This design comes from an exercise in tuning for small area and few clock cycles per item on the open sky130 flow, not from production work. No functional check of the RTL was part of this run.

### flow/config.mk
export PLATFORM = sky130hd
export DESIGN_NAME = dsp_mac_pipe
export DESIGN_NICKNAME = dsp_mac_pipe
export VERILOG_FILES = /design/flow/design.v
export SDC_FILE = /design/flow/constraint.sdc
export NUM_CORES = 4
export LEC_CHECK = 0
export CAP_MARGIN = 20
export CORE_MARGIN = 2
export CORE_UTILIZATION = 40
export SLEW_MARGIN = 20
### flow/constraint.sdc
create_clock -name core_clock -period 7.0 [get_ports {CLK}]
set_input_delay 1.4000 -clock core_clock [delete_from_list [all_inputs] [get_ports {CLK}]]
set_output_delay 1.4000 -clock core_clock [all_outputs]
set_load 0.01 [all_outputs]
### flow/design.v
module dsp_mac_pipe (
  input  logic               CLK,
  input  logic               RSTN,
  input  logic               IN_VALID,
  output logic               IN_READY,
  input  logic signed [17:0] A,
  input  logic signed [17:0] B,
  input  logic signed [17:0] D,
  input  logic signed [47:0] C,
  input  logic [3:0]         OPMODE,
  output logic               OUT_VALID,
  input  logic               OUT_READY,
  output logic signed [47:0] P,
  output logic               CARRYOUT,
  output logic               OVERFLOW
);
  logic        vld_q;
  logic [3:0]  cnt_q;
  logic [47:0] r_q;
  logic        co_q, ovf_q;
  logic        v1_q;
  logic [17:0] a1_q;
  logic [18:0] pre1_q;
  logic [47:0] c1_q;
  logic [1:0]  op1_q;      
  logic fire, adv;
  assign fire     = v1_q && (!vld_q || OUT_READY);
  assign adv      = !v1_q || fire;
  assign IN_READY = adv;
  logic        sb;
  logic [18:0] dg, bx, pre_d;
  logic [19:0] pre_w, pre_x, pre_y;
  assign sb    = OPMODE[0] & OPMODE[1];
  assign dg    = OPMODE[0] ? {D[17], D} : 19'd0;
  assign bx    = {B[17], B} ^ {19{sb}};
  assign pre_x = {dg, 1'b1};
  assign pre_y = {bx, sb};
  assign pre_w = pre_x + pre_y;
  assign pre_d = pre_w[19:1];
  always_ff @(posedge CLK or negedge RSTN) begin
    if (!RSTN)    v1_q <= 1'b0;
    else if (adv) v1_q <= IN_VALID;
  end
  always_ff @(posedge CLK) begin
    if (adv) begin
      a1_q   <= A;
      pre1_q <= pre_d;
      c1_q   <= C;
      op1_q  <= OPMODE[3:2];
    end
  end
  logic [18:0] pre;
  logic [18:0] a_ext;
  logic [8:0]  one, two, neg;
  assign pre   = pre1_q;
  assign a_ext = {a1_q, 1'b0};
  always_comb begin
    for (int i = 0; i < 9; i++) begin
      one[i] = v1_q & (a_ext[2*i+1] ^ a_ext[2*i]);
      two[i] = v1_q & ((a_ext[2*i+2] & ~a_ext[2*i+1] & ~a_ext[2*i]) |
                       (~a_ext[2*i+2] & a_ext[2*i+1] & a_ext[2*i]));
      neg[i] = v1_q & (a_ext[2*i+2] ^ op1_q[1]);
    end
  end
  logic [19:0] pre2, pre1;
  assign pre1 = {pre[18], pre};
  assign pre2 = {pre, 1'b0};
  logic [19:0] y0, y1, y2, y3, y4, y5, y6, y7, y8;
  assign y0 = (({20{one[0]}} & pre1) | ({20{two[0]}} & pre2)) ^ {20{neg[0]}};
  assign y1 = (({20{one[1]}} & pre1) | ({20{two[1]}} & pre2)) ^ {20{neg[1]}};
  assign y2 = (({20{one[2]}} & pre1) | ({20{two[2]}} & pre2)) ^ {20{neg[2]}};
  assign y3 = (({20{one[3]}} & pre1) | ({20{two[3]}} & pre2)) ^ {20{neg[3]}};
  assign y4 = (({20{one[4]}} & pre1) | ({20{two[4]}} & pre2)) ^ {20{neg[4]}};
  assign y5 = (({20{one[5]}} & pre1) | ({20{two[5]}} & pre2)) ^ {20{neg[5]}};
  assign y6 = (({20{one[6]}} & pre1) | ({20{two[6]}} & pre2)) ^ {20{neg[6]}};
  assign y7 = (({20{one[7]}} & pre1) | ({20{two[7]}} & pre2)) ^ {20{neg[7]}};
  assign y8 = (({20{one[8]}} & pre1) | ({20{two[8]}} & pre2)) ^ {20{neg[8]}};
  logic        use_acc;
  logic [47:0] base;
  assign use_acc = op1_q[0] && (cnt_q != 4'd0);
  assign base    = use_acc ? r_q : c1_q;
  wire s1, c2;
  assign {c2, s1} = {1'b0, neg[0]} + {1'b0, base[0]} + {1'b0, y0[0]};
  wire s3, c4;
  assign {c4, s3} = {1'b0, base[1]} + {1'b0, y0[1]} + {1'b0, c2};
  wire s5, c6;
  assign {c6, s5} = {1'b0, neg[1]} + {1'b0, base[2]} + {1'b0, y0[2]};
  wire s7, c8;
  assign {c8, s7} = {1'b0, y1[0]} + {1'b0, s5} + {1'b0, c4};
  wire s9, c10;
  assign {c10, s9} = {1'b0, base[3]} + {1'b0, y0[3]} + {1'b0, y1[1]};
  wire s11, c12;
  assign {c12, s11} = {1'b0, c6} + {1'b0, s9} + {1'b0, 1'b0};
  wire s13, c14;
  assign {c14, s13} = {1'b0, neg[2]} + {1'b0, base[4]} + {1'b0, y0[4]};
  wire s15, c16;
  assign {c16, s15} = {1'b0, y1[2]} + {1'b0, y2[0]} + {1'b0, c10};
  wire s17, c18;
  assign {c18, s17} = {1'b0, s13} + {1'b0, c12} + {1'b0, s15};
  wire s19, c20;
  assign {c20, s19} = {1'b0, base[5]} + {1'b0, y0[5]} + {1'b0, y1[3]};
  wire s21, c22;
  assign {c22, s21} = {1'b0, y2[1]} + {1'b0, c14} + {1'b0, s19};
  wire s23, c24;
  assign {c24, s23} = {1'b0, c16} + {1'b0, s21} + {1'b0, 1'b0};
  wire s25, c26;
  assign {c26, s25} = {1'b0, neg[3]} + {1'b0, base[6]} + {1'b0, y0[6]};
  wire s27, c28;
  assign {c28, s27} = {1'b0, y1[4]} + {1'b0, y2[2]} + {1'b0, y3[0]};
  wire s29, c30;
  assign {c30, s29} = {1'b0, c20} + {1'b0, s25} + {1'b0, s27};
  wire s31, c32;
  assign {c32, s31} = {1'b0, c22} + {1'b0, s29} + {1'b0, 1'b0};
  wire s33, c34;
  assign {c34, s33} = {1'b0, base[7]} + {1'b0, y0[7]} + {1'b0, y1[5]};
  wire s35, c36;
  assign {c36, s35} = {1'b0, y2[3]} + {1'b0, y3[1]} + {1'b0, c26};
  wire s37, c38;
  assign {c38, s37} = {1'b0, c28} + {1'b0, s33} + {1'b0, c30};
  wire s39, c40;
  assign {c40, s39} = {1'b0, s35} + {1'b0, c32} + {1'b0, 1'b0};
  wire s41, c42;
  assign {c42, s41} = {1'b0, neg[4]} + {1'b0, base[8]} + {1'b0, y0[8]};
  wire s43, c44;
  assign {c44, s43} = {1'b0, y1[6]} + {1'b0, y2[4]} + {1'b0, y3[2]};
  wire s45, c46;
  assign {c46, s45} = {1'b0, y4[0]} + {1'b0, c34} + {1'b0, s41};
  wire s47, c48;
  assign {c48, s47} = {1'b0, s43} + {1'b0, c36} + {1'b0, s45};
  wire s49, c50;
  assign {c50, s49} = {1'b0, c38} + {1'b0, s47} + {1'b0, 1'b0};
  wire s51, c52;
  assign {c52, s51} = {1'b0, base[9]} + {1'b0, y0[9]} + {1'b0, y1[7]};
  wire s53, c54;
  assign {c54, s53} = {1'b0, y2[5]} + {1'b0, y3[3]} + {1'b0, y4[1]};
  wire s55, c56;
  assign {c56, s55} = {1'b0, c42} + {1'b0, c44} + {1'b0, s51};
  wire s57, c58;
  assign {c58, s57} = {1'b0, s53} + {1'b0, c46} + {1'b0, s55};
  wire s59, c60;
  assign {c60, s59} = {1'b0, c48} + {1'b0, s57} + {1'b0, 1'b0};
  wire s61, c62;
  assign {c62, s61} = {1'b0, neg[5]} + {1'b0, base[10]} + {1'b0, y0[10]};
  wire s63, c64;
  assign {c64, s63} = {1'b0, y1[8]} + {1'b0, y2[6]} + {1'b0, y3[4]};
  wire s65, c66;
  assign {c66, s65} = {1'b0, y4[2]} + {1'b0, y5[0]} + {1'b0, c52};
  wire s67, c68;
  assign {c68, s67} = {1'b0, c54} + {1'b0, s61} + {1'b0, s63};
  wire s69, c70;
  assign {c70, s69} = {1'b0, c56} + {1'b0, s65} + {1'b0, s67};
  wire s71, c72;
  assign {c72, s71} = {1'b0, c58} + {1'b0, s69} + {1'b0, 1'b0};
  wire s73, c74;
  assign {c74, s73} = {1'b0, base[11]} + {1'b0, y0[11]} + {1'b0, y1[9]};
  wire s75, c76;
  assign {c76, s75} = {1'b0, y2[7]} + {1'b0, y3[5]} + {1'b0, y4[3]};
  wire s77, c78;
  assign {c78, s77} = {1'b0, y5[1]} + {1'b0, c62} + {1'b0, c64};
  wire s79, c80;
  assign {c80, s79} = {1'b0, s73} + {1'b0, s75} + {1'b0, c66};
  wire s81, c82;
  assign {c82, s81} = {1'b0, c68} + {1'b0, s77} + {1'b0, s79};
  wire s83, c84;
  assign {c84, s83} = {1'b0, c70} + {1'b0, s81} + {1'b0, 1'b0};
  wire s85, c86;
  assign {c86, s85} = {1'b0, neg[6]} + {1'b0, base[12]} + {1'b0, y0[12]};
  wire s87, c88;
  assign {c88, s87} = {1'b0, y1[10]} + {1'b0, y2[8]} + {1'b0, y3[6]};
  wire s89, c90;
  assign {c90, s89} = {1'b0, y4[4]} + {1'b0, y5[2]} + {1'b0, y6[0]};
  wire s91, c92;
  assign {c92, s91} = {1'b0, c74} + {1'b0, c76} + {1'b0, s85};
  wire s93, c94;
  assign {c94, s93} = {1'b0, s87} + {1'b0, s89} + {1'b0, c78};
  wire s95, c96;
  assign {c96, s95} = {1'b0, s91} + {1'b0, c80} + {1'b0, s93};
  wire s97, c98;
  assign {c98, s97} = {1'b0, c82} + {1'b0, s95} + {1'b0, 1'b0};
  wire s99, c100;
  assign {c100, s99} = {1'b0, base[13]} + {1'b0, y0[13]} + {1'b0, y1[11]};
  wire s101, c102;
  assign {c102, s101} = {1'b0, y2[9]} + {1'b0, y3[7]} + {1'b0, y4[5]};
  wire s103, c104;
  assign {c104, s103} = {1'b0, y5[3]} + {1'b0, y6[1]} + {1'b0, c86};
  wire s105, c106;
  assign {c106, s105} = {1'b0, c88} + {1'b0, c90} + {1'b0, s99};
  wire s107, c108;
  assign {c108, s107} = {1'b0, s101} + {1'b0, c92} + {1'b0, s103};
  wire s109, c110;
  assign {c110, s109} = {1'b0, s105} + {1'b0, c94} + {1'b0, s107};
  wire s111, c112;
  assign {c112, s111} = {1'b0, c96} + {1'b0, s109} + {1'b0, 1'b0};
  wire s113, c114;
  assign {c114, s113} = {1'b0, neg[7]} + {1'b0, base[14]} + {1'b0, y0[14]};
  wire s115, c116;
  assign {c116, s115} = {1'b0, y1[12]} + {1'b0, y2[10]} + {1'b0, y3[8]};
  wire s117, c118;
  assign {c118, s117} = {1'b0, y4[6]} + {1'b0, y5[4]} + {1'b0, y6[2]};
  wire s119, c120;
  assign {c120, s119} = {1'b0, y7[0]} + {1'b0, c100} + {1'b0, c102};
  wire s121, c122;
  assign {c122, s121} = {1'b0, s113} + {1'b0, s115} + {1'b0, s117};
  wire s123, c124;
  assign {c124, s123} = {1'b0, c104} + {1'b0, c106} + {1'b0, s119};
  wire s125, c126;
  assign {c126, s125} = {1'b0, s121} + {1'b0, c108} + {1'b0, s123};
  wire s127, c128;
  assign {c128, s127} = {1'b0, c110} + {1'b0, s125} + {1'b0, 1'b0};
  wire s129, c130;
  assign {c130, s129} = {1'b0, base[15]} + {1'b0, y0[15]} + {1'b0, y1[13]};
  wire s131, c132;
  assign {c132, s131} = {1'b0, y2[11]} + {1'b0, y3[9]} + {1'b0, y4[7]};
  wire s133, c134;
  assign {c134, s133} = {1'b0, y5[5]} + {1'b0, y6[3]} + {1'b0, y7[1]};
  wire s135, c136;
  assign {c136, s135} = {1'b0, c114} + {1'b0, c116} + {1'b0, c118};
  wire s137, c138;
  assign {c138, s137} = {1'b0, s129} + {1'b0, s131} + {1'b0, s133};
  wire s139, c140;
  assign {c140, s139} = {1'b0, c120} + {1'b0, c122} + {1'b0, s135};
  wire s141, c142;
  assign {c142, s141} = {1'b0, s137} + {1'b0, c124} + {1'b0, s139};
  wire s143, c144;
  assign {c144, s143} = {1'b0, c126} + {1'b0, s141} + {1'b0, 1'b0};
  wire s145, c146;
  assign {c146, s145} = {1'b0, neg[8]} + {1'b0, base[16]} + {1'b0, y0[16]};
  wire s147, c148;
  assign {c148, s147} = {1'b0, y1[14]} + {1'b0, y2[12]} + {1'b0, y3[10]};
  wire s149, c150;
  assign {c150, s149} = {1'b0, y4[8]} + {1'b0, y5[6]} + {1'b0, y6[4]};
  wire s151, c152;
  assign {c152, s151} = {1'b0, y7[2]} + {1'b0, y8[0]} + {1'b0, c130};
  wire s153, c154;
  assign {c154, s153} = {1'b0, c132} + {1'b0, c134} + {1'b0, s145};
  wire s155, c156;
  assign {c156, s155} = {1'b0, s147} + {1'b0, s149} + {1'b0, c136};
  wire s157, c158;
  assign {c158, s157} = {1'b0, c138} + {1'b0, s151} + {1'b0, s153};
  wire s159, c160;
  assign {c160, s159} = {1'b0, c140} + {1'b0, s155} + {1'b0, s157};
  wire s161, c162;
  assign {c162, s161} = {1'b0, c142} + {1'b0, s159} + {1'b0, 1'b0};
  wire s163, c164;
  assign {c164, s163} = {1'b0, base[17]} + {1'b0, y0[17]} + {1'b0, y1[15]};
  wire s165, c166;
  assign {c166, s165} = {1'b0, y2[13]} + {1'b0, y3[11]} + {1'b0, y4[9]};
  wire s167, c168;
  assign {c168, s167} = {1'b0, y5[7]} + {1'b0, y6[5]} + {1'b0, y7[3]};
  wire s169, c170;
  assign {c170, s169} = {1'b0, y8[1]} + {1'b0, c146} + {1'b0, c148};
  wire s171, c172;
  assign {c172, s171} = {1'b0, c150} + {1'b0, s163} + {1'b0, s165};
  wire s173, c174;
  assign {c174, s173} = {1'b0, s167} + {1'b0, c152} + {1'b0, c154};
  wire s175, c176;
  assign {c176, s175} = {1'b0, s169} + {1'b0, s171} + {1'b0, c156};
  wire s177, c178;
  assign {c178, s177} = {1'b0, c158} + {1'b0, s173} + {1'b0, s175};
  wire s179, c180;
  assign {c180, s179} = {1'b0, c160} + {1'b0, s177} + {1'b0, 1'b0};
  wire s181, c182;
  assign {c182, s181} = {1'b0, base[18]} + {1'b0, y0[18]} + {1'b0, y1[16]};
  wire s183, c184;
  assign {c184, s183} = {1'b0, y2[14]} + {1'b0, y3[12]} + {1'b0, y4[10]};
  wire s185, c186;
  assign {c186, s185} = {1'b0, y5[8]} + {1'b0, y6[6]} + {1'b0, y7[4]};
  wire s187, c188;
  assign {c188, s187} = {1'b0, y8[2]} + {1'b0, c164} + {1'b0, c166};
  wire s189, c190;
  assign {c190, s189} = {1'b0, c168} + {1'b0, s181} + {1'b0, s183};
  wire s191, c192;
  assign {c192, s191} = {1'b0, s185} + {1'b0, c170} + {1'b0, c172};
  wire s193, c194;
  assign {c194, s193} = {1'b0, s187} + {1'b0, s189} + {1'b0, c174};
  wire s195, c196;
  assign {c196, s195} = {1'b0, s191} + {1'b0, c176} + {1'b0, s193};
  wire s197, c198;
  assign {c198, s197} = {1'b0, c178} + {1'b0, s195} + {1'b0, 1'b0};
  wire s199, c200;
  assign {c200, s199} = {1'b0, 1'b1} + {1'b0, base[19]} + {1'b0, ~y0[19]};
  wire s201, c202;
  assign {c202, s201} = {1'b0, y1[17]} + {1'b0, y2[15]} + {1'b0, y3[13]};
  wire s203, c204;
  assign {c204, s203} = {1'b0, y4[11]} + {1'b0, y5[9]} + {1'b0, y6[7]};
  wire s205, c206;
  assign {c206, s205} = {1'b0, y7[5]} + {1'b0, y8[3]} + {1'b0, c182};
  wire s207, c208;
  assign {c208, s207} = {1'b0, c184} + {1'b0, c186} + {1'b0, s199};
  wire s209, c210;
  assign {c210, s209} = {1'b0, s201} + {1'b0, s203} + {1'b0, c188};
  wire s211, c212;
  assign {c212, s211} = {1'b0, c190} + {1'b0, s205} + {1'b0, s207};
  wire s213, c214;
  assign {c214, s213} = {1'b0, c192} + {1'b0, s209} + {1'b0, s211};
  wire s215, c216;
  assign {c216, s215} = {1'b0, c194} + {1'b0, s213} + {1'b0, c196};
  wire s217, c218;
  assign {c218, s217} = {1'b0, 1'b1} + {1'b0, base[20]} + {1'b0, y1[18]};
  wire s219, c220;
  assign {c220, s219} = {1'b0, y2[16]} + {1'b0, y3[14]} + {1'b0, y4[12]};
  wire s221, c222;
  assign {c222, s221} = {1'b0, y5[10]} + {1'b0, y6[8]} + {1'b0, y7[6]};
  wire s223, c224;
  assign {c224, s223} = {1'b0, y8[4]} + {1'b0, c200} + {1'b0, c202};
  wire s225, c226;
  assign {c226, s225} = {1'b0, c204} + {1'b0, s217} + {1'b0, s219};
  wire s227, c228;
  assign {c228, s227} = {1'b0, s221} + {1'b0, c206} + {1'b0, c208};
  wire s229, c230;
  assign {c230, s229} = {1'b0, s223} + {1'b0, s225} + {1'b0, c210};
  wire s231, c232;
  assign {c232, s231} = {1'b0, c212} + {1'b0, s227} + {1'b0, s229};
  wire s233, c234;
  assign {c234, s233} = {1'b0, c214} + {1'b0, s231} + {1'b0, 1'b0};
  wire s235, c236;
  assign {c236, s235} = {1'b0, base[21]} + {1'b0, ~y1[19]} + {1'b0, y2[17]};
  wire s237, c238;
  assign {c238, s237} = {1'b0, y3[15]} + {1'b0, y4[13]} + {1'b0, y5[11]};
  wire s239, c240;
  assign {c240, s239} = {1'b0, y6[9]} + {1'b0, y7[7]} + {1'b0, y8[5]};
  wire s241, c242;
  assign {c242, s241} = {1'b0, c218} + {1'b0, c220} + {1'b0, c222};
  wire s243, c244;
  assign {c244, s243} = {1'b0, s235} + {1'b0, s237} + {1'b0, s239};
  wire s245, c246;
  assign {c246, s245} = {1'b0, c224} + {1'b0, c226} + {1'b0, s241};
  wire s247, c248;
  assign {c248, s247} = {1'b0, s243} + {1'b0, c228} + {1'b0, s245};
  wire s249, c250;
  assign {c250, s249} = {1'b0, c230} + {1'b0, s247} + {1'b0, c232};
  wire s251, c252;
  assign {c252, s251} = {1'b0, 1'b1} + {1'b0, base[22]} + {1'b0, y2[18]};
  wire s253, c254;
  assign {c254, s253} = {1'b0, y3[16]} + {1'b0, y4[14]} + {1'b0, y5[12]};
  wire s255, c256;
  assign {c256, s255} = {1'b0, y6[10]} + {1'b0, y7[8]} + {1'b0, y8[6]};
  wire s257, c258;
  assign {c258, s257} = {1'b0, c236} + {1'b0, c238} + {1'b0, c240};
  wire s259, c260;
  assign {c260, s259} = {1'b0, s251} + {1'b0, s253} + {1'b0, s255};
  wire s261, c262;
  assign {c262, s261} = {1'b0, c242} + {1'b0, c244} + {1'b0, s257};
  wire s263, c264;
  assign {c264, s263} = {1'b0, s259} + {1'b0, c246} + {1'b0, s261};
  wire s265, c266;
  assign {c266, s265} = {1'b0, c248} + {1'b0, s263} + {1'b0, 1'b0};
  wire s267, c268;
  assign {c268, s267} = {1'b0, base[23]} + {1'b0, ~y2[19]} + {1'b0, y3[17]};
  wire s269, c270;
  assign {c270, s269} = {1'b0, y4[15]} + {1'b0, y5[13]} + {1'b0, y6[11]};
  wire s271, c272;
  assign {c272, s271} = {1'b0, y7[9]} + {1'b0, y8[7]} + {1'b0, c252};
  wire s273, c274;
  assign {c274, s273} = {1'b0, c254} + {1'b0, c256} + {1'b0, s267};
  wire s275, c276;
  assign {c276, s275} = {1'b0, s269} + {1'b0, c258} + {1'b0, c260};
  wire s277, c278;
  assign {c278, s277} = {1'b0, s271} + {1'b0, s273} + {1'b0, c262};
  wire s279, c280;
  assign {c280, s279} = {1'b0, s275} + {1'b0, c264} + {1'b0, s277};
  wire s281, c282;
  assign {c282, s281} = {1'b0, 1'b1} + {1'b0, base[24]} + {1'b0, y3[18]};
  wire s283, c284;
  assign {c284, s283} = {1'b0, y4[16]} + {1'b0, y5[14]} + {1'b0, y6[12]};
  wire s285, c286;
  assign {c286, s285} = {1'b0, y7[10]} + {1'b0, y8[8]} + {1'b0, c268};
  wire s287, c288;
  assign {c288, s287} = {1'b0, c270} + {1'b0, s281} + {1'b0, s283};
  wire s289, c290;
  assign {c290, s289} = {1'b0, c272} + {1'b0, c274} + {1'b0, s285};
  wire s291, c292;
  assign {c292, s291} = {1'b0, s287} + {1'b0, c276} + {1'b0, s289};
  wire s293, c294;
  assign {c294, s293} = {1'b0, c278} + {1'b0, s291} + {1'b0, 1'b0};
  wire s295, c296;
  assign {c296, s295} = {1'b0, base[25]} + {1'b0, ~y3[19]} + {1'b0, y4[17]};
  wire s297, c298;
  assign {c298, s297} = {1'b0, y5[15]} + {1'b0, y6[13]} + {1'b0, y7[11]};
  wire s299, c300;
  assign {c300, s299} = {1'b0, y8[9]} + {1'b0, c282} + {1'b0, c284};
  wire s301, c302;
  assign {c302, s301} = {1'b0, s295} + {1'b0, s297} + {1'b0, c286};
  wire s303, c304;
  assign {c304, s303} = {1'b0, c288} + {1'b0, s299} + {1'b0, c290};
  wire s305, c306;
  assign {c306, s305} = {1'b0, s301} + {1'b0, c292} + {1'b0, s303};
  wire s307, c308;
  assign {c308, s307} = {1'b0, 1'b1} + {1'b0, base[26]} + {1'b0, y4[18]};
  wire s309, c310;
  assign {c310, s309} = {1'b0, y5[16]} + {1'b0, y6[14]} + {1'b0, y7[12]};
  wire s311, c312;
  assign {c312, s311} = {1'b0, y8[10]} + {1'b0, c296} + {1'b0, c298};
  wire s313, c314;
  assign {c314, s313} = {1'b0, s307} + {1'b0, s309} + {1'b0, c300};
  wire s315, c316;
  assign {c316, s315} = {1'b0, s311} + {1'b0, c302} + {1'b0, s313};
  wire s317, c318;
  assign {c318, s317} = {1'b0, c304} + {1'b0, s315} + {1'b0, 1'b0};
  wire s319, c320;
  assign {c320, s319} = {1'b0, base[27]} + {1'b0, ~y4[19]} + {1'b0, y5[17]};
  wire s321, c322;
  assign {c322, s321} = {1'b0, y6[15]} + {1'b0, y7[13]} + {1'b0, y8[11]};
  wire s323, c324;
  assign {c324, s323} = {1'b0, c308} + {1'b0, c310} + {1'b0, s319};
  wire s325, c326;
  assign {c326, s325} = {1'b0, s321} + {1'b0, c312} + {1'b0, s323};
  wire s327, c328;
  assign {c328, s327} = {1'b0, c314} + {1'b0, s325} + {1'b0, c316};
  wire s329, c330;
  assign {c330, s329} = {1'b0, 1'b1} + {1'b0, base[28]} + {1'b0, y5[18]};
  wire s331, c332;
  assign {c332, s331} = {1'b0, y6[16]} + {1'b0, y7[14]} + {1'b0, y8[12]};
  wire s333, c334;
  assign {c334, s333} = {1'b0, c320} + {1'b0, c322} + {1'b0, s329};
  wire s335, c336;
  assign {c336, s335} = {1'b0, s331} + {1'b0, c324} + {1'b0, s333};
  wire s337, c338;
  assign {c338, s337} = {1'b0, c326} + {1'b0, s335} + {1'b0, 1'b0};
  wire s339, c340;
  assign {c340, s339} = {1'b0, base[29]} + {1'b0, ~y5[19]} + {1'b0, y6[17]};
  wire s341, c342;
  assign {c342, s341} = {1'b0, y7[15]} + {1'b0, y8[13]} + {1'b0, c330};
  wire s343, c344;
  assign {c344, s343} = {1'b0, c332} + {1'b0, s339} + {1'b0, c334};
  wire s345, c346;
  assign {c346, s345} = {1'b0, s341} + {1'b0, c336} + {1'b0, s343};
  wire s347, c348;
  assign {c348, s347} = {1'b0, 1'b1} + {1'b0, base[30]} + {1'b0, y6[18]};
  wire s349, c350;
  assign {c350, s349} = {1'b0, y7[16]} + {1'b0, y8[14]} + {1'b0, c340};
  wire s351, c352;
  assign {c352, s351} = {1'b0, s347} + {1'b0, c342} + {1'b0, s349};
  wire s353, c354;
  assign {c354, s353} = {1'b0, c344} + {1'b0, s351} + {1'b0, 1'b0};
  wire s355, c356;
  assign {c356, s355} = {1'b0, base[31]} + {1'b0, ~y6[19]} + {1'b0, y7[17]};
  wire s357, c358;
  assign {c358, s357} = {1'b0, y8[15]} + {1'b0, c348} + {1'b0, s355};
  wire s359, c360;
  assign {c360, s359} = {1'b0, c350} + {1'b0, s357} + {1'b0, c352};
  wire s361, c362;
  assign {c362, s361} = {1'b0, 1'b1} + {1'b0, base[32]} + {1'b0, y7[18]};
  wire s363, c364;
  assign {c364, s363} = {1'b0, y8[16]} + {1'b0, c356} + {1'b0, s361};
  wire s365, c366;
  assign {c366, s365} = {1'b0, c358} + {1'b0, s363} + {1'b0, 1'b0};
  wire s367, c368;
  assign {c368, s367} = {1'b0, base[33]} + {1'b0, ~y7[19]} + {1'b0, y8[17]};
  wire s369, c370;
  assign {c370, s369} = {1'b0, c362} + {1'b0, s367} + {1'b0, c364};
  wire s371, c372;
  assign {c372, s371} = {1'b0, 1'b1} + {1'b0, base[34]} + {1'b0, y8[18]};
  wire s373, c374;
  assign {c374, s373} = {1'b0, c368} + {1'b0, s371} + {1'b0, 1'b0};
  wire s375, c376;
  assign {c376, s375} = {1'b0, base[35]} + {1'b0, ~y8[19]} + {1'b0, c372};
  wire s377, c378;
  assign {c378, s377} = {1'b0, c374} + {1'b0, s375} + {1'b0, 1'b0};
  wire s379, c380;
  assign {c380, s379} = {1'b0, 1'b1} + {1'b0, base[36]} + {1'b0, c376};
  wire s381, c382;
  assign {c382, s381} = {1'b0, 1'b1} + {1'b0, base[37]} + {1'b0, 1'b0};
  wire s383, c384;
  assign {c384, s383} = {1'b0, 1'b1} + {1'b0, base[38]} + {1'b0, c382};
  wire s385, c386;
  assign {c386, s385} = {1'b0, 1'b1} + {1'b0, base[39]} + {1'b0, c384};
  wire s387, c388;
  assign {c388, s387} = {1'b0, 1'b1} + {1'b0, base[40]} + {1'b0, c386};
  wire s389, c390;
  assign {c390, s389} = {1'b0, 1'b1} + {1'b0, base[41]} + {1'b0, c388};
  wire s391, c392;
  assign {c392, s391} = {1'b0, 1'b1} + {1'b0, base[42]} + {1'b0, c390};
  wire s393, c394;
  assign {c394, s393} = {1'b0, 1'b1} + {1'b0, base[43]} + {1'b0, c392};
  wire s395, c396;
  assign {c396, s395} = {1'b0, 1'b1} + {1'b0, base[44]} + {1'b0, 1'b0};
  wire s397, c398;
  assign {c398, s397} = {1'b0, 1'b1} + {1'b0, base[45]} + {1'b0, c396};
  wire s399, c400;
  assign {c400, s399} = {1'b0, 1'b1} + {1'b0, base[46]} + {1'b0, c398};
  wire s401, c402;
  assign {c402, s401} = {1'b0, 1'b1} + {1'b0, base[47]} + {1'b0, c400};
  wire s403, c404;
  assign {c404, s403} = {1'b0, 1'b1} + {1'b0, base[47]} + {1'b0, c402};
  wire [48:0] sx, sy;
  assign sx = {s403, s401, s399, s397, s395, s393, s391, s389, s387, s385, s383, s381, c378, s377, s373, c366, s365, c354, c346, c338, s337, c318, c306, c294, c280, c266, s265, c234, c216, c198, c180, c162, c144, c128, c112, c98, c84, c72, c60, c50, c40, s37, c24, c18, s17, s11, s7, s3, s1};
  assign sy = {1'b0, 1'b0, 1'b0, 1'b0, c394, 1'b0, 1'b0, 1'b0, 1'b0, 1'b0, 1'b0, c380, s379, 1'b0, c370, s369, c360, s359, s353, s345, c328, s327, s317, s305, s293, s279, c250, s249, s233, s215, s197, s179, s161, s143, s127, s111, s97, s83, s71, s59, s49, s39, s31, s23, 1'b0, c8, 1'b0, 1'b0, 1'b0};
  wire [48:0] cpa_s;
  wire [48:0] cp_g0, cp_p0;
  assign cp_g0 = sx & sy;
  assign cp_p0 = sx ^ sy;
  wire cp_G1, cp_P1;
  assign cp_G1 = cp_g0[1] | (cp_p0[1] & cp_g0[0]);
  assign cp_P1 = cp_p0[1] & cp_p0[0];
  wire cp_G2, cp_P2;
  assign cp_G2 = cp_g0[3] | (cp_p0[3] & cp_g0[2]);
  assign cp_P2 = cp_p0[3] & cp_p0[2];
  wire cp_G3, cp_P3;
  assign cp_G3 = cp_g0[5] | (cp_p0[5] & cp_g0[4]);
  assign cp_P3 = cp_p0[5] & cp_p0[4];
  wire cp_G4, cp_P4;
  assign cp_G4 = cp_g0[7] | (cp_p0[7] & cp_g0[6]);
  assign cp_P4 = cp_p0[7] & cp_p0[6];
  wire cp_G5, cp_P5;
  assign cp_G5 = cp_g0[9] | (cp_p0[9] & cp_g0[8]);
  assign cp_P5 = cp_p0[9] & cp_p0[8];
  wire cp_G6, cp_P6;
  assign cp_G6 = cp_g0[11] | (cp_p0[11] & cp_g0[10]);
  assign cp_P6 = cp_p0[11] & cp_p0[10];
  wire cp_G7, cp_P7;
  assign cp_G7 = cp_g0[13] | (cp_p0[13] & cp_g0[12]);
  assign cp_P7 = cp_p0[13] & cp_p0[12];
  wire cp_G8, cp_P8;
  assign cp_G8 = cp_g0[15] | (cp_p0[15] & cp_g0[14]);
  assign cp_P8 = cp_p0[15] & cp_p0[14];
  wire cp_G9, cp_P9;
  assign cp_G9 = cp_g0[17] | (cp_p0[17] & cp_g0[16]);
  assign cp_P9 = cp_p0[17] & cp_p0[16];
  wire cp_G10, cp_P10;
  assign cp_G10 = cp_g0[19] | (cp_p0[19] & cp_g0[18]);
  assign cp_P10 = cp_p0[19] & cp_p0[18];
  wire cp_G11, cp_P11;
  assign cp_G11 = cp_g0[21] | (cp_p0[21] & cp_g0[20]);
  assign cp_P11 = cp_p0[21] & cp_p0[20];
  wire cp_G12, cp_P12;
  assign cp_G12 = cp_g0[23] | (cp_p0[23] & cp_g0[22]);
  assign cp_P12 = cp_p0[23] & cp_p0[22];
  wire cp_G13, cp_P13;
  assign cp_G13 = cp_g0[25] | (cp_p0[25] & cp_g0[24]);
  assign cp_P13 = cp_p0[25] & cp_p0[24];
  wire cp_G14, cp_P14;
  assign cp_G14 = cp_g0[27] | (cp_p0[27] & cp_g0[26]);
  assign cp_P14 = cp_p0[27] & cp_p0[26];
  wire cp_G15, cp_P15;
  assign cp_G15 = cp_g0[29] | (cp_p0[29] & cp_g0[28]);
  assign cp_P15 = cp_p0[29] & cp_p0[28];
  wire cp_G16, cp_P16;
  assign cp_G16 = cp_g0[31] | (cp_p0[31] & cp_g0[30]);
  assign cp_P16 = cp_p0[31] & cp_p0[30];
  wire cp_G17, cp_P17;
  assign cp_G17 = cp_g0[33] | (cp_p0[33] & cp_g0[32]);
  assign cp_P17 = cp_p0[33] & cp_p0[32];
  wire cp_G18, cp_P18;
  assign cp_G18 = cp_g0[35] | (cp_p0[35] & cp_g0[34]);
  assign cp_P18 = cp_p0[35] & cp_p0[34];
  wire cp_G19, cp_P19;
  assign cp_G19 = cp_g0[37] | (cp_p0[37] & cp_g0[36]);
  assign cp_P19 = cp_p0[37] & cp_p0[36];
  wire cp_G20, cp_P20;
  assign cp_G20 = cp_g0[39] | (cp_p0[39] & cp_g0[38]);
  assign cp_P20 = cp_p0[39] & cp_p0[38];
  wire cp_G21, cp_P21;
  assign cp_G21 = cp_g0[41] | (cp_p0[41] & cp_g0[40]);
  assign cp_P21 = cp_p0[41] & cp_p0[40];
  wire cp_G22, cp_P22;
  assign cp_G22 = cp_g0[43] | (cp_p0[43] & cp_g0[42]);
  assign cp_P22 = cp_p0[43] & cp_p0[42];
  wire cp_G23, cp_P23;
  assign cp_G23 = cp_g0[45] | (cp_p0[45] & cp_g0[44]);
  assign cp_P23 = cp_p0[45] & cp_p0[44];
  wire cp_G24, cp_P24;
  assign cp_G24 = cp_g0[47] | (cp_p0[47] & cp_g0[46]);
  assign cp_P24 = cp_p0[47] & cp_p0[46];
  wire cp_G25, cp_P25;
  assign cp_G25 = cp_g0[2] | (cp_p0[2] & cp_G1);
  assign cp_P25 = cp_p0[2] & cp_P1;
  wire cp_G26, cp_P26;
  assign cp_G26 = cp_G2 | (cp_P2 & cp_G1);
  assign cp_P26 = cp_P2 & cp_P1;
  wire cp_G27, cp_P27;
  assign cp_G27 = cp_g0[6] | (cp_p0[6] & cp_G3);
  assign cp_P27 = cp_p0[6] & cp_P3;
  wire cp_G28, cp_P28;
  assign cp_G28 = cp_G4 | (cp_P4 & cp_G3);
  assign cp_P28 = cp_P4 & cp_P3;
  wire cp_G29, cp_P29;
  assign cp_G29 = cp_g0[10] | (cp_p0[10] & cp_G5);
  assign cp_P29 = cp_p0[10] & cp_P5;
  wire cp_G30, cp_P30;
  assign cp_G30 = cp_G6 | (cp_P6 & cp_G5);
  assign cp_P30 = cp_P6 & cp_P5;
  wire cp_G31, cp_P31;
  assign cp_G31 = cp_g0[14] | (cp_p0[14] & cp_G7);
  assign cp_P31 = cp_p0[14] & cp_P7;
  wire cp_G32, cp_P32;
  assign cp_G32 = cp_G8 | (cp_P8 & cp_G7);
  assign cp_P32 = cp_P8 & cp_P7;
  wire cp_G33, cp_P33;
  assign cp_G33 = cp_g0[18] | (cp_p0[18] & cp_G9);
  assign cp_P33 = cp_p0[18] & cp_P9;
  wire cp_G34, cp_P34;
  assign cp_G34 = cp_G10 | (cp_P10 & cp_G9);
  assign cp_P34 = cp_P10 & cp_P9;
  wire cp_G35, cp_P35;
  assign cp_G35 = cp_g0[22] | (cp_p0[22] & cp_G11);
  assign cp_P35 = cp_p0[22] & cp_P11;
  wire cp_G36, cp_P36;
  assign cp_G36 = cp_G12 | (cp_P12 & cp_G11);
  assign cp_P36 = cp_P12 & cp_P11;
  wire cp_G37, cp_P37;
  assign cp_G37 = cp_g0[26] | (cp_p0[26] & cp_G13);
  assign cp_P37 = cp_p0[26] & cp_P13;
  wire cp_G38, cp_P38;
  assign cp_G38 = cp_G14 | (cp_P14 & cp_G13);
  assign cp_P38 = cp_P14 & cp_P13;
  wire cp_G39, cp_P39;
  assign cp_G39 = cp_g0[30] | (cp_p0[30] & cp_G15);
  assign cp_P39 = cp_p0[30] & cp_P15;
  wire cp_G40, cp_P40;
  assign cp_G40 = cp_G16 | (cp_P16 & cp_G15);
  assign cp_P40 = cp_P16 & cp_P15;
  wire cp_G41, cp_P41;
  assign cp_G41 = cp_g0[34] | (cp_p0[34] & cp_G17);
  assign cp_P41 = cp_p0[34] & cp_P17;
  wire cp_G42, cp_P42;
  assign cp_G42 = cp_G18 | (cp_P18 & cp_G17);
  assign cp_P42 = cp_P18 & cp_P17;
  wire cp_G43, cp_P43;
  assign cp_G43 = cp_g0[38] | (cp_p0[38] & cp_G19);
  assign cp_P43 = cp_p0[38] & cp_P19;
  wire cp_G44, cp_P44;
  assign cp_G44 = cp_G20 | (cp_P20 & cp_G19);
  assign cp_P44 = cp_P20 & cp_P19;
  wire cp_G45, cp_P45;
  assign cp_G45 = cp_g0[42] | (cp_p0[42] & cp_G21);
  assign cp_P45 = cp_p0[42] & cp_P21;
  wire cp_G46, cp_P46;
  assign cp_G46 = cp_G22 | (cp_P22 & cp_G21);
  assign cp_P46 = cp_P22 & cp_P21;
  wire cp_G47, cp_P47;
  assign cp_G47 = cp_g0[46] | (cp_p0[46] & cp_G23);
  assign cp_P47 = cp_p0[46] & cp_P23;
  wire cp_G48, cp_P48;
  assign cp_G48 = cp_G24 | (cp_P24 & cp_G23);
  assign cp_P48 = cp_P24 & cp_P23;
  wire cp_G49, cp_P49;
  assign cp_G49 = cp_g0[4] | (cp_p0[4] & cp_G26);
  assign cp_P49 = cp_p0[4] & cp_P26;
  wire cp_G50, cp_P50;
  assign cp_G50 = cp_G3 | (cp_P3 & cp_G26);
  assign cp_P50 = cp_P3 & cp_P26;
  wire cp_G51, cp_P51;
  assign cp_G51 = cp_G27 | (cp_P27 & cp_G26);
  assign cp_P51 = cp_P27 & cp_P26;
  wire cp_G52, cp_P52;
  assign cp_G52 = cp_G28 | (cp_P28 & cp_G26);
  assign cp_P52 = cp_P28 & cp_P26;
  wire cp_G53, cp_P53;
  assign cp_G53 = cp_g0[12] | (cp_p0[12] & cp_G30);
  assign cp_P53 = cp_p0[12] & cp_P30;
  wire cp_G54, cp_P54;
  assign cp_G54 = cp_G7 | (cp_P7 & cp_G30);
  assign cp_P54 = cp_P7 & cp_P30;
  wire cp_G55, cp_P55;
  assign cp_G55 = cp_G31 | (cp_P31 & cp_G30);
  assign cp_P55 = cp_P31 & cp_P30;
  wire cp_G56, cp_P56;
  assign cp_G56 = cp_G32 | (cp_P32 & cp_G30);
  assign cp_P56 = cp_P32 & cp_P30;
  wire cp_G57, cp_P57;
  assign cp_G57 = cp_g0[20] | (cp_p0[20] & cp_G34);
  assign cp_P57 = cp_p0[20] & cp_P34;
  wire cp_G58, cp_P58;
  assign cp_G58 = cp_G11 | (cp_P11 & cp_G34);
  assign cp_P58 = cp_P11 & cp_P34;
  wire cp_G59, cp_P59;
  assign cp_G59 = cp_G35 | (cp_P35 & cp_G34);
  assign cp_P59 = cp_P35 & cp_P34;
  wire cp_G60, cp_P60;
  assign cp_G60 = cp_G36 | (cp_P36 & cp_G34);
  assign cp_P60 = cp_P36 & cp_P34;
  wire cp_G61, cp_P61;
  assign cp_G61 = cp_g0[28] | (cp_p0[28] & cp_G38);
  assign cp_P61 = cp_p0[28] & cp_P38;
  wire cp_G62, cp_P62;
  assign cp_G62 = cp_G15 | (cp_P15 & cp_G38);
  assign cp_P62 = cp_P15 & cp_P38;
  wire cp_G63, cp_P63;
  assign cp_G63 = cp_G39 | (cp_P39 & cp_G38);
  assign cp_P63 = cp_P39 & cp_P38;
  wire cp_G64, cp_P64;
  assign cp_G64 = cp_G40 | (cp_P40 & cp_G38);
  assign cp_P64 = cp_P40 & cp_P38;
  wire cp_G65, cp_P65;
  assign cp_G65 = cp_g0[36] | (cp_p0[36] & cp_G42);
  assign cp_P65 = cp_p0[36] & cp_P42;
  wire cp_G66, cp_P66;
  assign cp_G66 = cp_G19 | (cp_P19 & cp_G42);
  assign cp_P66 = cp_P19 & cp_P42;
  wire cp_G67, cp_P67;
  assign cp_G67 = cp_G43 | (cp_P43 & cp_G42);
  assign cp_P67 = cp_P43 & cp_P42;
  wire cp_G68, cp_P68;
  assign cp_G68 = cp_G44 | (cp_P44 & cp_G42);
  assign cp_P68 = cp_P44 & cp_P42;
  wire cp_G69, cp_P69;
  assign cp_G69 = cp_g0[44] | (cp_p0[44] & cp_G46);
  assign cp_P69 = cp_p0[44] & cp_P46;
  wire cp_G70, cp_P70;
  assign cp_G70 = cp_G23 | (cp_P23 & cp_G46);
  assign cp_P70 = cp_P23 & cp_P46;
  wire cp_G71, cp_P71;
  assign cp_G71 = cp_G47 | (cp_P47 & cp_G46);
  assign cp_P71 = cp_P47 & cp_P46;
  wire cp_G72, cp_P72;
  assign cp_G72 = cp_G48 | (cp_P48 & cp_G46);
  assign cp_P72 = cp_P48 & cp_P46;
  wire cp_G73, cp_P73;
  assign cp_G73 = cp_g0[8] | (cp_p0[8] & cp_G52);
  assign cp_P73 = cp_p0[8] & cp_P52;
  wire cp_G74, cp_P74;
  assign cp_G74 = cp_G5 | (cp_P5 & cp_G52);
  assign cp_P74 = cp_P5 & cp_P52;
  wire cp_G75, cp_P75;
  assign cp_G75 = cp_G29 | (cp_P29 & cp_G52);
  assign cp_P75 = cp_P29 & cp_P52;
  wire cp_G76, cp_P76;
  assign cp_G76 = cp_G30 | (cp_P30 & cp_G52);
  assign cp_P76 = cp_P30 & cp_P52;
  wire cp_G77, cp_P77;
  assign cp_G77 = cp_G53 | (cp_P53 & cp_G52);
  assign cp_P77 = cp_P53 & cp_P52;
  wire cp_G78, cp_P78;
  assign cp_G78 = cp_G54 | (cp_P54 & cp_G52);
  assign cp_P78 = cp_P54 & cp_P52;
  wire cp_G79, cp_P79;
  assign cp_G79 = cp_G55 | (cp_P55 & cp_G52);
  assign cp_P79 = cp_P55 & cp_P52;
  wire cp_G80, cp_P80;
  assign cp_G80 = cp_G56 | (cp_P56 & cp_G52);
  assign cp_P80 = cp_P56 & cp_P52;
  wire cp_G81, cp_P81;
  assign cp_G81 = cp_g0[24] | (cp_p0[24] & cp_G60);
  assign cp_P81 = cp_p0[24] & cp_P60;
  wire cp_G82, cp_P82;
  assign cp_G82 = cp_G13 | (cp_P13 & cp_G60);
  assign cp_P82 = cp_P13 & cp_P60;
  wire cp_G83, cp_P83;
  assign cp_G83 = cp_G37 | (cp_P37 & cp_G60);
  assign cp_P83 = cp_P37 & cp_P60;
  wire cp_G84, cp_P84;
  assign cp_G84 = cp_G38 | (cp_P38 & cp_G60);
  assign cp_P84 = cp_P38 & cp_P60;
  wire cp_G85, cp_P85;
  assign cp_G85 = cp_G61 | (cp_P61 & cp_G60);
  assign cp_P85 = cp_P61 & cp_P60;
  wire cp_G86, cp_P86;
  assign cp_G86 = cp_G62 | (cp_P62 & cp_G60);
  assign cp_P86 = cp_P62 & cp_P60;
  wire cp_G87, cp_P87;
  assign cp_G87 = cp_G63 | (cp_P63 & cp_G60);
  assign cp_P87 = cp_P63 & cp_P60;
  wire cp_G88, cp_P88;
  assign cp_G88 = cp_G64 | (cp_P64 & cp_G60);
  assign cp_P88 = cp_P64 & cp_P60;
  wire cp_G89, cp_P89;
  assign cp_G89 = cp_g0[40] | (cp_p0[40] & cp_G68);
  assign cp_P89 = cp_p0[40] & cp_P68;
  wire cp_G90, cp_P90;
  assign cp_G90 = cp_G21 | (cp_P21 & cp_G68);
  assign cp_P90 = cp_P21 & cp_P68;
  wire cp_G91, cp_P91;
  assign cp_G91 = cp_G45 | (cp_P45 & cp_G68);
  assign cp_P91 = cp_P45 & cp_P68;
  wire cp_G92, cp_P92;
  assign cp_G92 = cp_G46 | (cp_P46 & cp_G68);
  assign cp_P92 = cp_P46 & cp_P68;
  wire cp_G93, cp_P93;
  assign cp_G93 = cp_G69 | (cp_P69 & cp_G68);
  assign cp_P93 = cp_P69 & cp_P68;
  wire cp_G94, cp_P94;
  assign cp_G94 = cp_G70 | (cp_P70 & cp_G68);
  assign cp_P94 = cp_P70 & cp_P68;
  wire cp_G95, cp_P95;
  assign cp_G95 = cp_G71 | (cp_P71 & cp_G68);
  assign cp_P95 = cp_P71 & cp_P68;
  wire cp_G96, cp_P96;
  assign cp_G96 = cp_G72 | (cp_P72 & cp_G68);
  assign cp_P96 = cp_P72 & cp_P68;
  wire cp_G97, cp_P97;
  assign cp_G97 = cp_g0[16] | (cp_p0[16] & cp_G80);
  assign cp_P97 = cp_p0[16] & cp_P80;
  wire cp_G98, cp_P98;
  assign cp_G98 = cp_G9 | (cp_P9 & cp_G80);
  assign cp_P98 = cp_P9 & cp_P80;
  wire cp_G99, cp_P99;
  assign cp_G99 = cp_G33 | (cp_P33 & cp_G80);
  assign cp_P99 = cp_P33 & cp_P80;
  wire cp_G100, cp_P100;
  assign cp_G100 = cp_G34 | (cp_P34 & cp_G80);
  assign cp_P100 = cp_P34 & cp_P80;
  wire cp_G101, cp_P101;
  assign cp_G101 = cp_G57 | (cp_P57 & cp_G80);
  assign cp_P101 = cp_P57 & cp_P80;
  wire cp_G102, cp_P102;
  assign cp_G102 = cp_G58 | (cp_P58 & cp_G80);
  assign cp_P102 = cp_P58 & cp_P80;
  wire cp_G103, cp_P103;
  assign cp_G103 = cp_G59 | (cp_P59 & cp_G80);
  assign cp_P103 = cp_P59 & cp_P80;
  wire cp_G104, cp_P104;
  assign cp_G104 = cp_G60 | (cp_P60 & cp_G80);
  assign cp_P104 = cp_P60 & cp_P80;
  wire cp_G105, cp_P105;
  assign cp_G105 = cp_G81 | (cp_P81 & cp_G80);
  assign cp_P105 = cp_P81 & cp_P80;
  wire cp_G106, cp_P106;
  assign cp_G106 = cp_G82 | (cp_P82 & cp_G80);
  assign cp_P106 = cp_P82 & cp_P80;
  wire cp_G107, cp_P107;
  assign cp_G107 = cp_G83 | (cp_P83 & cp_G80);
  assign cp_P107 = cp_P83 & cp_P80;
  wire cp_G108, cp_P108;
  assign cp_G108 = cp_G84 | (cp_P84 & cp_G80);
  assign cp_P108 = cp_P84 & cp_P80;
  wire cp_G109, cp_P109;
  assign cp_G109 = cp_G85 | (cp_P85 & cp_G80);
  assign cp_P109 = cp_P85 & cp_P80;
  wire cp_G110, cp_P110;
  assign cp_G110 = cp_G86 | (cp_P86 & cp_G80);
  assign cp_P110 = cp_P86 & cp_P80;
  wire cp_G111, cp_P111;
  assign cp_G111 = cp_G87 | (cp_P87 & cp_G80);
  assign cp_P111 = cp_P87 & cp_P80;
  wire cp_G112, cp_P112;
  assign cp_G112 = cp_G88 | (cp_P88 & cp_G80);
  assign cp_P112 = cp_P88 & cp_P80;
  wire cp_G113, cp_P113;
  assign cp_G113 = cp_g0[48] | (cp_p0[48] & cp_G96);
  assign cp_P113 = cp_p0[48] & cp_P96;
  wire cp_G114, cp_P114;
  assign cp_G114 = cp_g0[32] | (cp_p0[32] & cp_G112);
  assign cp_P114 = cp_p0[32] & cp_P112;
  wire cp_G115, cp_P115;
  assign cp_G115 = cp_G17 | (cp_P17 & cp_G112);
  assign cp_P115 = cp_P17 & cp_P112;
  wire cp_G116, cp_P116;
  assign cp_G116 = cp_G41 | (cp_P41 & cp_G112);
  assign cp_P116 = cp_P41 & cp_P112;
  wire cp_G117, cp_P117;
  assign cp_G117 = cp_G42 | (cp_P42 & cp_G112);
  assign cp_P117 = cp_P42 & cp_P112;
  wire cp_G118, cp_P118;
  assign cp_G118 = cp_G65 | (cp_P65 & cp_G112);
  assign cp_P118 = cp_P65 & cp_P112;
  wire cp_G119, cp_P119;
  assign cp_G119 = cp_G66 | (cp_P66 & cp_G112);
  assign cp_P119 = cp_P66 & cp_P112;
  wire cp_G120, cp_P120;
  assign cp_G120 = cp_G67 | (cp_P67 & cp_G112);
  assign cp_P120 = cp_P67 & cp_P112;
  wire cp_G121, cp_P121;
  assign cp_G121 = cp_G68 | (cp_P68 & cp_G112);
  assign cp_P121 = cp_P68 & cp_P112;
  wire cp_G122, cp_P122;
  assign cp_G122 = cp_G89 | (cp_P89 & cp_G112);
  assign cp_P122 = cp_P89 & cp_P112;
  wire cp_G123, cp_P123;
  assign cp_G123 = cp_G90 | (cp_P90 & cp_G112);
  assign cp_P123 = cp_P90 & cp_P112;
  wire cp_G124, cp_P124;
  assign cp_G124 = cp_G91 | (cp_P91 & cp_G112);
  assign cp_P124 = cp_P91 & cp_P112;
  wire cp_G125, cp_P125;
  assign cp_G125 = cp_G92 | (cp_P92 & cp_G112);
  assign cp_P125 = cp_P92 & cp_P112;
  wire cp_G126, cp_P126;
  assign cp_G126 = cp_G93 | (cp_P93 & cp_G112);
  assign cp_P126 = cp_P93 & cp_P112;
  wire cp_G127, cp_P127;
  assign cp_G127 = cp_G94 | (cp_P94 & cp_G112);
  assign cp_P127 = cp_P94 & cp_P112;
  wire cp_G128, cp_P128;
  assign cp_G128 = cp_G95 | (cp_P95 & cp_G112);
  assign cp_P128 = cp_P95 & cp_P112;
  wire cp_G129, cp_P129;
  assign cp_G129 = cp_G96 | (cp_P96 & cp_G112);
  assign cp_P129 = cp_P96 & cp_P112;
  wire cp_G130, cp_P130;
  assign cp_G130 = cp_G113 | (cp_P113 & cp_G112);
  assign cp_P130 = cp_P113 & cp_P112;
  assign cpa_s = {cp_p0[48] ^ cp_G129, cp_p0[47] ^ cp_G128, cp_p0[46] ^ cp_G127, cp_p0[45] ^ cp_G126, cp_p0[44] ^ cp_G125, cp_p0[43] ^ cp_G124, cp_p0[42] ^ cp_G123, cp_p0[41] ^ cp_G122, cp_p0[40] ^ cp_G121, cp_p0[39] ^ cp_G120, cp_p0[38] ^ cp_G119, cp_p0[37] ^ cp_G118, cp_p0[36] ^ cp_G117, cp_p0[35] ^ cp_G116, cp_p0[34] ^ cp_G115, cp_p0[33] ^ cp_G114, cp_p0[32] ^ cp_G112, cp_p0[31] ^ cp_G111, cp_p0[30] ^ cp_G110, cp_p0[29] ^ cp_G109, cp_p0[28] ^ cp_G108, cp_p0[27] ^ cp_G107, cp_p0[26] ^ cp_G106, cp_p0[25] ^ cp_G105, cp_p0[24] ^ cp_G104, cp_p0[23] ^ cp_G103, cp_p0[22] ^ cp_G102, cp_p0[21] ^ cp_G101, cp_p0[20] ^ cp_G100, cp_p0[19] ^ cp_G99, cp_p0[18] ^ cp_G98, cp_p0[17] ^ cp_G97, cp_p0[16] ^ cp_G80, cp_p0[15] ^ cp_G79, cp_p0[14] ^ cp_G78, cp_p0[13] ^ cp_G77, cp_p0[12] ^ cp_G76, cp_p0[11] ^ cp_G75, cp_p0[10] ^ cp_G74, cp_p0[9] ^ cp_G73, cp_p0[8] ^ cp_G52, cp_p0[7] ^ cp_G51, cp_p0[6] ^ cp_G50, cp_p0[5] ^ cp_G49, cp_p0[4] ^ cp_G26, cp_p0[3] ^ cp_G25, cp_p0[2] ^ cp_G1, cp_p0[1] ^ cp_g0[0], cp_p0[0]};
  logic [48:0] u;
  assign u = cpa_s;
  logic s_m;
  assign s_m = (a1_q[17] ^ pre[18]) & (|a1_q) & (|pre);
  logic [47:0] res;
  logic        ovf, co, last, emit;
  assign res  = u[47:0];
  assign ovf  = u[48] ^ u[47];
  assign co   = u[48] ^ base[47] ^ s_m;
  assign last = (cnt_q == 4'd15);
  assign emit = !op1_q[0] || last;
  always_ff @(posedge CLK or negedge RSTN) begin
    if (!RSTN) begin
      vld_q <= 1'b0;
      cnt_q <= 4'd0;
    end else begin
      if (fire) begin
        vld_q <= emit;
        cnt_q <= (op1_q[0] && !last) ? cnt_q + 4'd1 : 4'd0;
      end else if (OUT_READY) begin
        vld_q <= 1'b0;
      end
    end
  end
  always_ff @(posedge CLK) begin
    if (fire) begin
      r_q   <= res;
      co_q  <= co;
      ovf_q <= ovf;
    end
  end
  assign OUT_VALID = vld_q;
  assign P         = r_q;
  assign CARRYOUT  = co_q;
  assign OVERFLOW  = ovf_q;
endmodule
### flow/standard.sh
#!/bin/bash
# synth_recipe.tcl (not shown) runs the flow's synth.tcl, then flattens the netlist and writes it again
# the make line also repeats each setting of config.mk as NAME=value (left out here)
make -C /OpenROAD-flow-scripts/flow DESIGN_CONFIG=/design/flow/config.mk WORK_HOME=/design/flow/orfs CLKGATE_MAP_FILE= SYNTH_SCRIPT=/design/flow/synth_recipe.tcl "${@:-finish}"
### flow/flow/run.sh
#!/bin/bash
# The standard ORFS layout (the standard.sh), with these changes:
# - the port buffers that global placement inserts on every input and output
#   are sky130_fd_sc_hd__buf_1 instead of the tool's default pick; timing
#   repair still resizes any of them that need more drive;
# - Yosys's synth runs without its early "abc -fast" pass, so the full adders
#   that ORFS extracts keep the polarity the RTL writes them in (the final ABC
#   mapping and everything else are unchanged);
# - clock tree synthesis uses smaller clock buffers, larger sink clusters and
#   no dummy loads.
set -euo pipefail
bash standard.sh "BUFFER_PORTS_ARGS=-buffer_cell sky130_fd_sc_hd__buf_1" "SYNTH_ARGS=-noabc" \
  "CTS_ARGS=-sink_clustering_enable -repair_clock_nets -buf_list {sky130_fd_sc_hd__clkbuf_4 sky130_fd_sc_hd__clkbuf_8} -sink_clustering_size 30 -sink_clustering_max_diameter 100 -dont_use_dummy_load" \
  finish > standard.log 2>&1
==> out/metrics.yaml <==
status: "finished clean"
period_needed_ns: 6.702
wire_per_inst_microns: 20.53
grt_first_pass_wirelength_microns: 66850
layout-drive-gt1-share: 0.1061
synth_area_sq_um: 15460
dp_hpwl_microns: 34500
fin_util: 0.4508
worstSetupPathType: "flop to flop"
critPathCaptureType: "flop"
synth_cells: 1397
cts_sinks: 143
grt_max_degree: 58
max_cap_violations: 0
hold_path.class: "flop to flop"
cp.required_ns: 7.30
io_pins: 162
yosysTopAreaCell: "edfxtp_1"
grt_use_total: 0.2204
timing.setup.tns_ns: 0
max_stage_delay_ns: 0.57
crit_fanout: 12
synth-edff-count: 137
avgSynthCellArea_sq_um: 11.07
max_slew.worst_pin.slew_ns: 0.7954
fp.coreArea_sq_um: 38380
cts_tree: "done"
crit_path_start_kind: "flop"
wl_microns: 42740
num_rows: 72
drc: 0
nNetsFinal: 1937
n_antenna_cell: 0
drtIter0Drc: 718
cts_inserted_buffers: 17
drv_slew: 0
ctsHoldBuffers: 0
portBuffers: 161
async_reset_ff_frac: 0.04196
antenna_found_initial: 0
vias: 11200
final.setup.worst_slack_ns: 0.2976
detail_route.vias_per_cell: 5.378
ys_seq_area_frac: 0.2758
die_h_microns: 200.6
pre_cts_ws_ns: 0.2089
ys_types: 60
skew_ns: 0.03397
htree_levels: 4
cts_root_buf: "clkbuf_8"
critPathArrivalTime_ns: 7.00
yosys.area.top_type_share: 0.2661
ys.flop_type: "edfxtp_1"
area_delta_synth_final_pct: 11.91
clockBufferDepth: 2
chipWidth_microns: 200.6
syn-num-nets: 1768
yosys_warnings: 1
clkLatencyLatePin_ns: 0.54
hold_viol: 0
start_util: 0.4028
die_area_sq_um: 40230
clkTransAtPathRegs_ns: 0.09
dr.pass1.iters: 6
critical_path.top_delay_family: "adder cells"
grt_pass1_vias: 11890
worst_path_max_delay_cell: "fa_1"
setup_violations: 0
gp_congestion: 0.9236
ant_nets: 0
clock.fmax_ghz: 0.1492
post-route-period-util: 0.9575
grt.overflow.total: 0
ys_ff_latch: 143
rsz0062_at_grt: "false"
cp_common_cell: "fa_1"
cp.buffers_inverters: 1
cp_cell_sequence: "or3b_2, a21boi_1, buf_6, a22oi_1, xnor2_1, fa_1, fa_1, fa_1, fa_1, fa_1, ha_1, ha_1, a211oi_1, o21ai_0, nor2_1, nand3_1, a21o_1, o31a_1, o2111a_2, o21ai_1, xnor2_1"
ys_top_cells_by_area: "edfxtp_1 (27%), fa_1 (21%), xnor2_1 (12%)"
relSlewSlack: 0.4697
state kept, by name, indices dropped and copies added (netlist names):
name	cells
a1_q	18
op1_q	2
ovf_q	1
cnt_q	4
pre1_q	19
r_q	48
v1_q	1
co_q	1
vld_q	1
c1_q	48
final timing paths:
path,start,slack [ns],cells past startpoint,endpoint
worst min register to register,cnt_q[2],0.55,1,cnt_q[2]
min in group asynchronous,RSTN,0.75,1,cnt_q[0]
worst max register to register,a1_q[6],0.30,21,co_q
worst max-delay path,a1_q[6],0.30,21,co_q
max in group asynchronous,RSTN,5.94,1,v1_q
worst min-delay path,cnt_q[2],0.55,1,cnt_q[2]
metal layers:
layer,vias to the layer above,global-route usage,wire [microns]
met2,351,0.3659,20260
met5,-,0,0
li1,5243,-,-
met4,0,0.09444,1431
met1,5535,0.2800,18330
met3,67,0.04529,2712
final cells by class:
cell class / count / area (sq um)
clock buffers: 17 / 234.0
well taps: 518 / 648.1
inverters: 49 / 183.9
repair buffers: 257 / 1341
flip-flops and latches: 143 / 4265
fillers: 3670 / 21080
multi-input cells: 1098 / 10630
through the flow:
| step | std cells | hold WS (ns) | area [sq um] |
|---|---|---|---|
| floorplan | 1397 | 0.4987 | 15460 |
| global placement | 2063 | 0.5184 | 17040 |
| CTS | 2080 | 0.5430 | 17270 |
| global route | 2082 | 0.5745 | 17300 |
| detailed placement | 2063 | 0.5368 | 17040 |
| finish | 2082 | 0.5463 | 17300 |
synth_stat cells (4+ instances only):
cell type / instances
a21o_1: 21
a21oi_1: 48
a22oi_1: 141
a32oi_1: 4
and2_1: 52
and3b_1: 4
buf_1: 19
clkbuf_1: 87
dfrtp_1: 6
edfxtp_1: 137
fa_1: 160
ha_1: 101
inv_1: 41
inv_2: 8
mux2_2: 28
mux2i_1: 25
nand2_1: 49
nand2b_1: 7
nand3_1: 16
nand3b_1: 4
nand4_1: 6
nor2_1: 29
nor2b_1: 6
nor3_1: 29
nor4_1: 7
o21ai_0: 30
o21bai_1: 5
xnor2_1: 219
xor2_1: 61
layout by cell type (no fill, tap or decap), types with 30 or more instances in the layout:
cell,count
ha_1,101
and2_1,52
edfxtp_1,137
a22oi_1,141
nand2_1,47
fa_1,160
buf_1,161
inv_1,40
xnor2_1,219
o21ai_0,30
xor2_1,61
a21oi_1,47
buf_4,94
cells by family (layout without fill, tap and decap cells):
group                    Yosys count  in the layout  share of synthesized area
adder cells (fa/ha/maj)          261            261                     0.2890
buffers and inverters            156            323                    0.03796
multiplexers                      53             53                    0.03658
AND/OR/NAND/NOR                  223            223                    0.07608
AO/OA/AOI/OAI                    281            281                     0.1259
flip-flops                       143            143                     0.2758
XOR/XNOR                         280            280                     0.1586
worst reg2reg max path, delay by kind of cell, from the launching register on:
kind	cells	cell delay (ns)
fa+ha+maj	7	2.88
simple gates	3	0.84
compound gates	8	1.88
flops	1	0.43
buf+inv	1	0.20
xor+xnor	2	0.27
what timing repair did:
item	CTS	global route
gates resized for setup	0	5
endpoints found under the hold margin	0	0
setup endpoints to repair	0	14
buffers inserted	0	2

==> what the ideal ports hide <==
The results above use ideal ports. As a check the final layout listed here was re-extracted and re-timed, cells and wires unchanged.
Step 1 assumes that a clkbuf_16 drives the clock port and a buf_2 every other input.
Step 2 moves the port delays by t, midway between the first and last clock arrival at a register: inputs arrive t later, outputs are due t later. That takes back most of the time a late clock gives input paths.
Slacks: ideal ports / drivers / drivers and shift; pairs: ideal ports / drivers.
shift t [ns]: 0.569
setup WS [ns]: 0.298 / 0.298 / 0.298
worst setup path after step 2: register to register
latest minus earliest clock arrival (ns): 0.034 / 0.034
slew at the worst register clock pin (ns): 0.09 / 0.09
After both steps setup and hold are still met in this run. For this run, drivers alone change the setup slack by 0.000 ns; drivers and shift together by 0.000 ns.
